What follows belongs to an exercise in optimizing a design on an open flow for small area, a short achievable clock period and few clock cycles; a production flow would make more cautious choices. Where RTL was checked, it was by simulation tests only, not by an equivalence proof against the original. No activity file was given, so power comes from the tool's default toggle rates.

Setup of exp/ember:
==> module core_top, before the edit <==
module core_top
(
  input  logic        clk,
  input  logic        rst,
  output logic [31:0] mem_if_addr,
  output logic        mem_if_req,
  input  logic [31:0] mem_if_rdata,
  input  logic        mem_if_ack,
  output logic [31:0] mem_data_addr,
  output logic [15:0] mem_data_wdata,
  output logic        mem_data_we,
  output logic        mem_data_req,
  input  logic [15:0] mem_data_rdata,
  input  logic        mem_data_ack,
  output logic        halted,
  output logic [31:0] current_pc
);
  localparam logic [2:0] C_NOP = 3'd0, C_ALU = 3'd1, C_MOVI = 3'd2, C_LD = 3'd3,
                         C_ST = 3'd4, C_BR = 3'd5, C_HLT = 3'd6;
  logic [31:0] fa;         
  logic        freq;       
  logic        fstop;      
  logic        z_q, v_q;
  logic [15:0] rf [16];
  logic        iv;         
  logic [2:0]  icls;
  logic [2:0]  isub;
  logic [3:0]  ird;
  logic [3:0]  irs1;
  logic [15:0] iimm;
  logic        iav;        
  logic [15:0] opa;
  logic        fv;         
  logic [31:0] fw;
  logic        dreq, dwe;
  logic [15:0] daddr, dwdata;
  logic [3:0]  ldrd;
  logic        halted_q;
  function automatic logic [5:0] decode(input logic [7:0] op);
    logic [2:0] c, s;
    c = C_NOP;
    s = 3'd0;
    case (op)
      8'h01: begin c = C_ALU; s = 3'd0; end
      8'h02: begin c = C_ALU; s = 3'd1; end
      8'h03: begin c = C_ALU; s = 3'd2; end
      8'h04: begin c = C_ALU; s = 3'd3; end
      8'h05: begin c = C_ALU; s = 3'd4; end
      8'h10: c = C_MOVI;
      8'h20: c = C_LD;
      8'h21: c = C_ST;
      8'h30: begin c = C_BR; s = 3'd0; end
      8'h31: begin c = C_BR; s = 3'd1; end
      8'h32: begin c = C_BR; s = 3'd2; end
      8'h33: begin c = C_BR; s = 3'd3; end
      8'hff: c = C_HLT;
      default: ;
    endcase
    decode = {c, s};
  endfunction
  function automatic logic taken(input logic [1:0] s, input logic z, input logic v);
    case (s)
      2'd0: taken = z;
      2'd1: taken = !z;
      2'd2: taken = v;
      default: taken = 1'b1;
    endcase
  endfunction
  logic        ack;
  logic [31:0] nw;
  logic [2:0]  ncls, nsub;
  logic [3:0]  nsrc;
  assign ack = freq && mem_if_ack;
  assign nw  = ack ? mem_if_rdata : fw;
  assign {ncls, nsub} = decode(nw[31:24]);
  assign nsrc = (ncls == C_ST) ? nw[23:20] : nw[19:16];
  logic ldp, ldw, dfree;
  assign ldp   = dreq && !dwe;               
  assign ldw   = ldp && mem_data_ack;        
  assign dfree = !dreq || mem_data_ack;      
  logic        pre;        
  logic [3:0]  ridx;
  logic [15:0] rval;
  logic        rhaz, ahaz;
  logic [15:0] rfwd;
  logic [3:0]  isrc1;
  logic        ineed_a;
  assign isrc1   = (icls == C_ST) ? ird : irs1;
  assign ineed_a = (icls == C_ALU) || (icls == C_ST);
  assign pre     = ack && !iv;
  assign ridx    = pre ? nsrc : (iav ? iimm[15:12] : isrc1);
  assign rval    = rf[ridx];
  assign rhaz    = ldp && (ldrd == ridx);
  assign rfwd    = (ldw && ldrd == ridx) ? mem_data_rdata : rval;
  assign ahaz    = rhaz && !mem_data_ack;
  logic [15:0] b_in, sum, alu_res;
  logic        is_sub, v_res;
  assign is_sub = (isub == 3'd1);
  assign b_in   = is_sub ? ~rval : rval;
  assign sum    = opa + b_in + {15'd0, is_sub};
  assign v_res  = (opa[15] == b_in[15]) && (sum[15] != opa[15]) && (isub[2:1] == 2'b00);
  always_comb begin
    case (isub)
      3'd2:    alu_res = opa & rval;
      3'd3:    alu_res = opa | rval;
      3'd4:    alu_res = opa ^ rval;
      default: alu_res = sum;
    endcase
  end
  logic waw, ex_alu, ex_movi, ex_ld, ex_st, ex_br, ex_hlt, idone, ifree;
  assign waw     = ldp && (ldrd == ird);
  assign ex_alu  = iv && (icls == C_ALU) && iav && !rhaz && !waw && !ldw;
  assign ex_movi = iv && (icls == C_MOVI) && !waw && !ldw;
  assign ex_ld   = iv && (icls == C_LD) && dfree;
  assign ex_st   = iv && (icls == C_ST) && iav && dfree;
  assign ex_br   = iv && (icls == C_BR);
  assign ex_hlt  = iv && (icls == C_HLT) && dfree;
  assign idone   = ex_alu || ex_movi || ex_ld || ex_st || ex_br || (iv && (icls == C_NOP));
  assign ifree   = !iv || idone;
  logic nbr_now, nenter, ntaken;
  assign ntaken  = taken(nsub[1:0], z_q, v_q);
  assign nbr_now = ack && (ncls == C_BR) && (!iv || nsub[1:0] == 2'd3);
  assign nenter  = (ack && (ncls != C_NOP) && !nbr_now) || (!ack && fv);
  logic fv_n, fstop_n;
  always_comb begin
    fv_n = fv;
    if (ack && nenter && !ifree) fv_n = 1'b1;
    else if (!ack && fv && ifree) fv_n = 1'b0;
    fstop_n = fstop;
    if (ack && nenter && (ncls == C_BR || ncls == C_HLT)) fstop_n = 1'b1;
    if (ex_br) fstop_n = 1'b0;
  end
  always_ff @(posedge clk) begin
    if (rst) begin
      fa       <= 32'h0;
      freq     <= 1'b1;
      fstop    <= 1'b0;
      fv       <= 1'b0;
      iv       <= 1'b0;
      dreq     <= 1'b0;
      z_q      <= 1'b0;
      v_q      <= 1'b0;
      halted_q <= 1'b0;
    end else begin
      fv    <= fv_n;
      fstop <= fstop_n;
      if (ack) begin
        if (nbr_now) fa <= ntaken ? {16'h0, nw[15:0]} : fa + 32'd4;
        else if (ncls != C_BR && ncls != C_HLT) fa <= fa + 32'd4;
      end else if (ex_br) begin
        fa <= taken(isub[1:0], z_q, v_q) ? {16'h0, iimm} : fa + 32'd4;
      end
      if (freq && !mem_if_ack) freq <= 1'b1;
      else freq <= !fstop_n && !fv_n;
      if (iv && !iav && ineed_a && !ahaz) begin
        iav <= 1'b1;
        opa <= rfwd;
      end
      if (idone) iv <= 1'b0;
      if (nenter && ifree) begin
        iv   <= 1'b1;
        icls <= ncls;
        isub <= nsub;
        ird  <= nw[23:20];
        irs1 <= nw[19:16];
        iimm <= nw[15:0];
        iav  <= pre && !ahaz;
        opa  <= rfwd;
      end
      if (ack && nenter && !ifree) fw <= mem_if_rdata;
      if (ex_alu) begin
        z_q <= (alu_res == 16'h0);
        v_q <= v_res;
      end
      if (dreq && mem_data_ack) dreq <= 1'b0;
      if (ex_ld || ex_st) begin
        dreq   <= 1'b1;
        dwe    <= ex_st;
        daddr  <= iimm;
        dwdata <= opa;
        ldrd   <= ird;
      end
      if (ex_hlt) halted_q <= 1'b1;
    end
  end
  always_ff @(posedge clk) begin
    if (ldw) rf[ldrd] <= mem_data_rdata;
    else if (ex_alu) rf[ird] <= alu_res;
    else if (ex_movi) rf[ird] <= iimm;
  end
  assign mem_if_addr    = fa;
  assign mem_if_req     = freq;
  assign mem_data_addr  = {16'h0, daddr};
  assign mem_data_wdata = dwdata;
  assign mem_data_we    = dwe;
  assign mem_data_req   = dreq;
  assign halted         = halted_q;
  assign current_pc     = fa;
endmodule
clock: 5.5 ns
lec_check: 0
cap_margin: 20
core_margin: 2
core_utilization: 40
place_density: 0.6
slew_margin: 20
run.sh (not shown) runs the stock make flow with config.mk's settings and CLKGATE_MAP_FILE= SYNTH_SCRIPT=/design/flow/synth_recipe.tcl, a recipe that flattens the netlist after the stock synthesis.
Layout checks on exp/ember: not met. Flow itself completed; violations: setup timing.
Testbench counts of exp/ember, summed over its fixed seeds: cycles 110,678.
For exp/juniper, these inputs were changed with respect to exp/ember:
--- a/flow/design.v
+++ b/flow/design.v
@@ -33,6 +33,4 @@
   logic        iav;        
   logic [15:0] opa;
-  logic        fv;         
-  logic [31:0] fw;
   logic        dreq, dwe;
   logic [15:0] daddr, dwdata;
@@ -74,5 +72,5 @@
   logic [3:0]  nsrc;
   assign ack = freq && mem_if_ack;
-  assign nw  = ack ? mem_if_rdata : fw;
+  assign nw  = mem_if_rdata;
   assign {ncls, nsub} = decode(nw[31:24]);
   assign nsrc = (ncls == C_ST) ? nw[23:20] : nw[19:16];
@@ -91,5 +89,5 @@
   assign ineed_a = (icls == C_ALU) || (icls == C_ST);
   assign pre     = ack && !iv;
-  assign ridx    = pre ? nsrc : (iav ? iimm[15:12] : isrc1);
+  assign ridx    = !iv ? nsrc : (iav ? iimm[15:12] : isrc1);
   assign rval    = rf[ridx];
   assign rhaz    = ldp && (ldrd == ridx);
@@ -120,15 +118,16 @@
   assign idone   = ex_alu || ex_movi || ex_ld || ex_st || ex_br || (iv && (icls == C_NOP));
   assign ifree   = !iv || idone;
-  logic nbr_now, nenter, ntaken;
-  assign ntaken  = taken(nsub[1:0], z_q, v_q);
-  assign nbr_now = ack && (ncls == C_BR) && (!iv || nsub[1:0] == 2'd3);
-  assign nenter  = (ack && (ncls != C_NOP) && !nbr_now) || (!ack && fv);
-  logic fv_n, fstop_n;
+  logic nbr_now, nmem_now, nhlt_now, nenter, nreplay, ntaken;
+  assign ntaken   = taken(nsub[1:0], z_q, v_q);
+  assign nbr_now  = (ncls == C_BR) && (!iv || nsub[1:0] == 2'd3);
+  assign nmem_now = !iv && dfree && ((ncls == C_LD) || (ncls == C_ST && !ahaz));
+  assign nhlt_now = !iv && dfree && (ncls == C_HLT);
+  assign nenter   = ack && (ncls != C_NOP) && !nbr_now && !nmem_now && !nhlt_now;
+  assign nreplay  = nenter && !ifree;
+  logic fstop_n;
   always_comb begin
-    fv_n = fv;
-    if (ack && nenter && !ifree) fv_n = 1'b1;
-    else if (!ack && fv && ifree) fv_n = 1'b0;
     fstop_n = fstop;
-    if (ack && nenter && (ncls == C_BR || ncls == C_HLT)) fstop_n = 1'b1;
+    if (nenter && !nreplay && (ncls == C_BR || ncls == C_HLT)) fstop_n = 1'b1;
+    if (ack && nhlt_now) fstop_n = 1'b1;
     if (ex_br) fstop_n = 1'b0;
   end
@@ -138,5 +137,4 @@
       freq     <= 1'b1;
       fstop    <= 1'b0;
-      fv       <= 1'b0;
       iv       <= 1'b0;
       dreq     <= 1'b0;
@@ -145,14 +143,13 @@
       halted_q <= 1'b0;
     end else begin
-      fv    <= fv_n;
       fstop <= fstop_n;
       if (ack) begin
         if (nbr_now) fa <= ntaken ? {16'h0, nw[15:0]} : fa + 32'd4;
-        else if (ncls != C_BR && ncls != C_HLT) fa <= fa + 32'd4;
+        else if (ncls != C_BR && ncls != C_HLT && !nreplay) fa <= fa + 32'd4;
       end else if (ex_br) begin
         fa <= taken(isub[1:0], z_q, v_q) ? {16'h0, iimm} : fa + 32'd4;
       end
       if (freq && !mem_if_ack) freq <= 1'b1;
-      else freq <= !fstop_n && !fv_n;
+      else freq <= !fstop_n;
       if (iv && !iav && ineed_a && !ahaz) begin
         iav <= 1'b1;
@@ -160,5 +157,5 @@
       end
       if (idone) iv <= 1'b0;
-      if (nenter && ifree) begin
+      if (nenter && !nreplay) begin
         iv   <= 1'b1;
         icls <= ncls;
@@ -170,5 +167,4 @@
         opa  <= rfwd;
       end
-      if (ack && nenter && !ifree) fw <= mem_if_rdata;
       if (ex_alu) begin
         z_q <= (alu_res == 16'h0);
@@ -176,5 +172,11 @@
       end
       if (dreq && mem_data_ack) dreq <= 1'b0;
-      if (ex_ld || ex_st) begin
+      if (ack && nmem_now) begin
+        dreq   <= 1'b1;
+        dwe    <= (ncls == C_ST);
+        daddr  <= nw[15:0];
+        dwdata <= rfwd;
+        ldrd   <= nw[23:20];
+      end else if (ex_ld || ex_st) begin
         dreq   <= 1'b1;
         dwe    <= ex_st;
@@ -183,5 +185,5 @@
         ldrd   <= ird;
       end
-      if (ex_hlt) halted_q <= 1'b1;
+      if (ex_hlt || (ack && nhlt_now)) halted_q <= 1'b1;
     end
   end
Results
- The layout from exp/juniper, despite a flow that completed every stage, fails the layout checks, with the failing checks listed as setup timing.
- [exp/juniper vs exp/ember] clock period minus worst slack: higher in exp/juniper
- Cmp exp/juniper and exp/ember / number of well-tap cells placed / higher: exp/ember
- The maximum clock frequency number comes out higher for exp/ember vs exp/juniper.
- Looking only at met3 track demand over resource, and setting everything else aside, the lower value of exp/juniper and exp/ember goes to exp/ember.
- Final instance area shrinks by a little under 10% when moving from exp/ember to exp/juniper.
- [compare] base=exp/ember new=exp/juniper: cell count down about 10%; sum of routed wire length over all layers lost 9.8%; total of clock buffers placed in the layout grew by 1; slack of the critical path decreased 70 ps.
- mem_if_rdata[26] as the startpoint of the worst setup timing path was reported by exp/juniper, and mem_if_ack by exp/ember.
For exp/juniper, only the layout was checked, not whether the RTL still works.

---

== JK ==
The RTL this note starts from:
==> flow/design.v <==
`timescale 1ns/10ps
`default_nettype none
module core_top
(
  input  logic        clk,
  input  logic        rst,
  output logic [31:0] mem_if_addr,
  output logic        mem_if_req,
  input  logic [31:0] mem_if_rdata,
  input  logic        mem_if_ack,
  output logic [31:0] mem_data_addr,
  output logic [15:0] mem_data_wdata,
  output logic        mem_data_we,
  output logic        mem_data_req,
  input  logic [15:0] mem_data_rdata,
  input  logic        mem_data_ack,
  output logic        halted,
  output logic [31:0] current_pc
);
  localparam logic [2:0] C_NOP = 3'd0, C_ALU = 3'd1, C_MOVI = 3'd2, C_LD = 3'd3,
                         C_ST = 3'd4, C_BR = 3'd5, C_HLT = 3'd6;
  function automatic logic [5:0] decode(input logic [7:0] op);
    logic [2:0] c, s;
    c = C_NOP;
    s = 3'd0;
    case (op)
      8'h01: begin c = C_ALU; s = 3'd0; end
      8'h02: begin c = C_ALU; s = 3'd1; end
      8'h03: begin c = C_ALU; s = 3'd2; end
      8'h04: begin c = C_ALU; s = 3'd3; end
      8'h05: begin c = C_ALU; s = 3'd4; end
      8'h10: c = C_MOVI;
      8'h20: c = C_LD;
      8'h21: c = C_ST;
      8'h30: begin c = C_BR; s = 3'd0; end
      8'h31: begin c = C_BR; s = 3'd1; end
      8'h32: begin c = C_BR; s = 3'd2; end
      8'h33: begin c = C_BR; s = 3'd3; end
      8'hff: c = C_HLT;
      default: ;
    endcase
    decode = {c, s};
  endfunction
  function automatic logic taken(input logic [1:0] s, input logic z, input logic v);
    case (s)
      2'd0: taken = z;
      2'd1: taken = !z;
      2'd2: taken = v;
      default: taken = 1'b1;
    endcase
  endfunction
  logic [31:0] fa;         
  logic        freq;       
  logic        fstop;      
  logic        z_q, v_q;
  logic [15:0] rf [16];
  logic        halted_q;
  logic        dv;
  logic        d_alu, d_sub, d_movi, d_ld, d_st, d_br, d_hlt;
  logic [2:0]  dsub;
  logic [3:0]  drd, drs1;
  logic [3:0]  dib;        
  logic [15:0] dimm;
  logic        ev;
  logic [5:0]  eop;
  logic        ecin;       
  logic [3:0]  erd;
  logic [15:0] opa, opb;
  logic        wv;
  logic [3:0]  wrd;
  logic [15:0] wdat;
  logic        dreq, dwe;
  logic [15:0] daddr, dwdata;
  logic [3:0]  ldrd;
  logic        ack, ldp, ldw, dfree;
  assign ack   = freq && mem_if_ack;
  assign ldp   = dreq && !dwe;               
  assign ldw   = ldp && mem_data_ack;        
  assign dfree = !dreq || mem_data_ack;      
  logic [15:0] sum, lres, res;
  logic [16:0] sum17;
  logic        e_alu, v_res, z_res, z_arith, z_logic, park, ex_free;
  assign e_alu   = ev && (eop[3:0] != 4'b0);
  assign sum17   = {opa, 1'b1} + {opb, ecin};
  assign sum     = sum17[16:1];
  assign lres    = ({16{eop[1]}} & (opa & opb)) | ({16{eop[2]}} & (opa | opb)) |
                   ({16{eop[3]}} & (opa ^ opb));
  assign res     = ({16{eop[0]}} & sum) | lres | ({16{eop[4]}} & opb) | ({16{eop[5]}} & opa);
  assign v_res   = eop[0] && (opa[15] == opb[15]) && (sum[15] != opa[15]);
  assign z_arith = ((opa ^ opb) == {opa[14:0] | opb[14:0], ecin});
  assign z_logic = (lres == 16'h0);
  assign z_res   = eop[0] ? z_arith : z_logic;
  assign park    = ev && ldw;
  assign ex_free = !park;
  logic [15:0] ra, rb;
  logic        fa_hit, fb_hit;
  logic        need_a, need_b, writes, haz;
  logic        rd_alu, rd_ld, rd_st, rd_br, rd_hlt, rd_done, rd_free;
  assign fa_hit = wv && (wrd == drs1);
  assign fb_hit = wv && (wrd == dib);
  always_comb begin
    ra = fa_hit ? wdat : 16'h0;
    rb = fb_hit ? wdat : 16'h0;
    for (int i = 0; i < 16; i++) begin
      ra = ra | ((!fa_hit && drs1 == 4'(i)) ? rf[i] : 16'h0);
      rb = rb | ((!fb_hit && dib == 4'(i)) ? rf[i] : 16'h0);
    end
  end
  assign need_a = d_alu;
  assign need_b = d_alu || d_st;
  assign writes = d_alu || d_movi;
  assign haz = (need_a && ((ldp && ldrd == drs1) || (ev && erd == drs1))) ||
               (need_b && ((ldp && ldrd == dib) || (ev && erd == dib))) ||
               (writes && ldp && ldrd == drd);
  assign rd_alu  = dv && writes && !haz && ex_free;
  assign rd_ld   = dv && d_ld && dfree;
  assign rd_st   = dv && d_st && !haz && dfree;
  assign rd_br   = dv && d_br && !e_alu;
  assign rd_hlt  = dv && d_hlt && dfree;
  assign rd_done = rd_alu || rd_ld || rd_st || rd_br;
  assign rd_free = !dv || rd_done;
  logic [31:0] nw;
  logic [2:0]  ncls, nsub;
  logic        nbr_now, nld_now, nhlt_now, nenter, nreplay, ntaken;
  assign nw = mem_if_rdata;
  assign {ncls, nsub} = decode(nw[31:24]);
  assign ntaken   = taken(nsub[1:0], z_q, v_q);
  assign nbr_now  = (ncls == C_BR) && ((!dv && !e_alu) || nsub[1:0] == 2'd3);
  assign nld_now  = (ncls == C_LD) && !dv && dfree;
  assign nhlt_now = (ncls == C_HLT) && !dv && dfree;
  assign nenter   = ack && (ncls != C_NOP) && !nbr_now && !nld_now && !nhlt_now;
  assign nreplay  = nenter && !rd_free;
  logic fstop_n;
  always_comb begin
    fstop_n = fstop;
    if (nenter && !nreplay && (ncls == C_BR || ncls == C_HLT)) fstop_n = 1'b1;
    if (ack && nhlt_now) fstop_n = 1'b1;
    if (rd_br) fstop_n = 1'b0;
  end
  always_ff @(posedge clk) begin
    if (rst) begin
      fa       <= 32'h0;
      freq     <= 1'b1;
      fstop    <= 1'b0;
      dv       <= 1'b0;
      ev       <= 1'b0;
      wv       <= 1'b0;
      dreq     <= 1'b0;
      z_q      <= 1'b0;
      v_q      <= 1'b0;
      halted_q <= 1'b0;
    end else begin
      fstop <= fstop_n;
      if (ack) begin
        if (nbr_now) fa <= ntaken ? {16'h0, nw[15:0]} : fa + 32'd4;
        else if (ncls != C_BR && ncls != C_HLT && !nreplay) fa <= fa + 32'd4;
      end else if (rd_br) begin
        fa <= taken(dsub[1:0], z_q, v_q) ? {16'h0, dimm} : fa + 32'd4;
      end
      if (freq && !mem_if_ack) freq <= 1'b1;
      else freq <= !fstop_n;
      if (rd_done) dv <= 1'b0;
      if (nenter && !nreplay) dv <= 1'b1;
      if (ex_free) ev <= rd_alu;
      if (e_alu) begin
        z_q <= z_res;
        v_q <= v_res;
      end
      wv <= ldw || ev;
      if (dreq && mem_data_ack) dreq <= 1'b0;
      if ((ack && nld_now) || rd_ld || rd_st) dreq <= 1'b1;
      if (dfree) begin
        dwe    <= dv && d_st;
        daddr  <= dv ? dimm : nw[15:0];
        dwdata <= rb;
        ldrd   <= dv ? drd : nw[23:20];
      end
      if (rd_hlt || (ack && nhlt_now)) halted_q <= 1'b1;
    end
  end
  always_ff @(posedge clk) begin
    if (rd_free) begin
      d_alu  <= (ncls == C_ALU);
      d_sub  <= (ncls == C_ALU) && (nsub == 3'd1);
      d_movi <= (ncls == C_MOVI);
      d_ld   <= (ncls == C_LD);
      d_st   <= (ncls == C_ST);
      d_br   <= (ncls == C_BR);
      d_hlt  <= (ncls == C_HLT);
      dsub   <= nsub;
      drd    <= nw[23:20];
      drs1   <= nw[19:16];
      dib    <= nw[29] ? nw[23:20] : nw[15:12];
      dimm   <= nw[15:0];
    end
    if (ex_free) erd <= drd;
    eop  <= !ex_free ? 6'b100000 :
            d_movi   ? 6'b010000 :
            (dsub == 3'd2) ? 6'b000010 :
            (dsub == 3'd3) ? 6'b000100 :
            (dsub == 3'd4) ? 6'b001000 : 6'b000001;
    ecin <= d_sub;
    opa  <= ex_free ? ra : res;
    opb  <= d_movi ? dimm : (d_sub ? ~rb : rb);
    wrd  <= ldw ? ldrd : erd;
    wdat <= ldw ? mem_data_rdata : res;
  end
  always_ff @(posedge clk) begin
    if (wv) rf[wrd] <= wdat;
  end
  assign mem_if_addr    = fa;
  assign mem_if_req     = freq;
  assign mem_data_addr  = {16'h0, daddr};
  assign mem_data_wdata = dwdata;
  assign mem_data_we    = dwe;
  assign mem_data_req   = dreq;
  assign halted         = halted_q;
  assign current_pc     = fa;
endmodule
`default_nettype wire
==> flow/config.mk <==
export PLATFORM = sky130hd
export DESIGN_NAME = core_top
export DESIGN_NICKNAME = core_top
export VERILOG_FILES = /design/flow/design.v
export SDC_FILE = /design/flow/constraint.sdc
export NUM_CORES = 4
export LEC_CHECK = 0
export CAP_MARGIN = 20
export CORE_MARGIN = 2
export CORE_UTILIZATION = 40
export CTS_CLUSTER_DIAMETER = 80
export CTS_CLUSTER_SIZE = 22
export PLACE_DENSITY = 0.6
export SETUP_SLACK_MARGIN = 2.6
export SLEW_MARGIN = 20
==> flow/constraint.sdc <==
create_clock -name core_clock -period 5.5 [get_ports {clk}]
set_input_delay 1.1000 -clock core_clock [delete_from_list [all_inputs] [get_ports {clk}]]
set_output_delay 1.1000 -clock core_clock [all_outputs]
set_load 0.01 [all_outputs]
standard.sh (not shown) runs the stock make flow with config.mk's settings and CLKGATE_MAP_FILE= SYNTH_SCRIPT=/design/flow/synth_recipe.tcl, a recipe that flattens the netlist after the stock synthesis.
==> flow/flow/run.sh <==
#!/bin/bash
# Standard layout, with plain buffers on the ports instead of the default
# delay cells. Each step's log stays in this folder.
set -euo pipefail
export BUFFER_PORTS_ARGS="-buffer_cell sky130_fd_sc_hd__buf_2"
bash standard.sh synth > synth.log 2>&1
bash standard.sh finish > layout.log 2>&1
Testbench counts of JK, summed over its fixed seeds: cycles 112,029.
Input-level comparison between MS and JK:
-- flow/design.v --
<<< JK, line 97
  logic        need_a, need_b, writes, haz;
  logic        rd_alu, rd_ld, rd_st, rd_br, rd_hlt, rd_done, rd_free;
  assign fa_hit = wv && (wrd == drs1);
  assign fb_hit = wv && (wrd == dib);
  always_comb begin
    ra = fa_hit ? wdat : 16'h0;
    rb = fb_hit ? wdat : 16'h0;
    for (int i = 0; i < 16; i++) begin
      ra = ra | ((!fa_hit && drs1 == 4'(i)) ? rf[i] : 16'h0);
      rb = rb | ((!fb_hit && dib == 4'(i)) ? rf[i] : 16'h0);
    end
  end
  assign need_a = d_alu;
  assign need_b = d_alu || d_st;
>>> MS, line 97
  logic        need_a, need_b, writes, haz;
  logic        rd_alu, rd_ld, rd_st, rd_br, rd_hlt, rd_done, rd_free;
  logic [15:0] qa, qb;
  assign fa_hit = wv && (wrd == drs1);
  assign fb_hit = wv && (wrd == dib);
  always_comb begin
    qa = 16'h0;
    qb = 16'h0;
    for (int i = 0; i < 16; i++) begin
      qa = qa | ((drs1 == 4'(i)) ? rf[i] : 16'h0);
      qb = qb | ((dib == 4'(i)) ? rf[i] : 16'h0);
    end
  end
  assign ra = fa_hit ? wdat : qa;
  assign rb = fb_hit ? wdat : qb;
  assign need_a = d_alu;
  assign need_b = d_alu || d_st;
==> comparison <==
- Between MS and JK, the portion of the layout cell area used by clock cells figures differ only marginally.
- In MS the wire length on met3 turned out 1200 um lower than in JK.
- Worst slew slack as a fraction of its limit (higher): MS
- Per the comparison of MS with JK, fmax went up by about 4%, worst setup timing slack at the placement stage dropped 0.0047 ns.
- Est. power | MS vs JK | MS lower
- The routed wire length on met2 of MS falls short of that of JK by 16%.
Testbench counts of MS, summed over its fixed seeds: cycles 112,029.

separate check: timing with driven ports:
How much do the figures lean on ideal ports? The routed layouts below were timed once more, with nothing changed but the port constraints.
Step 1 sets driving cells, clkbuf_16 on the clock port and buf_2 on the other inputs (assumed; they add their load-dependent delay and slew).
Step 2 times the ports against the registers' clock, not the clock port: input delays grow and output delays shrink by t, the midpoint of the rising clock arrivals with the driver on.
Three values: no drivers, after step 1, after step 2; two values: the first two.
| run | t, ns | setup WS [ns] | worst setup path at the end | slew at the worst register clock pin (ns) | pins driven straight from the clock port |
|---|---|---|---|---|---|
| exp/ember | 0.642 | -0.157 / -0.133 / -0.775 | input to register | 0.07 / 0.07 | 1 |
| exp/juniper | 0.631 | -0.227 / -0.200 / -0.831 | input to register | 0.07 / 0.07 | 1 |
| JK | 0.661 | 2.546 / 2.546 / 2.023 | input to register | 0.10 / 0.10 | 1 |
| MS | 0.645 | 2.656 / 2.671 / 2.026 | input to register | 0.09 / 0.09 | 1 |
For MS, which loses most, drivers alone change the setup slack by +0.015 ns; drivers and shift together by -0.630 ns.
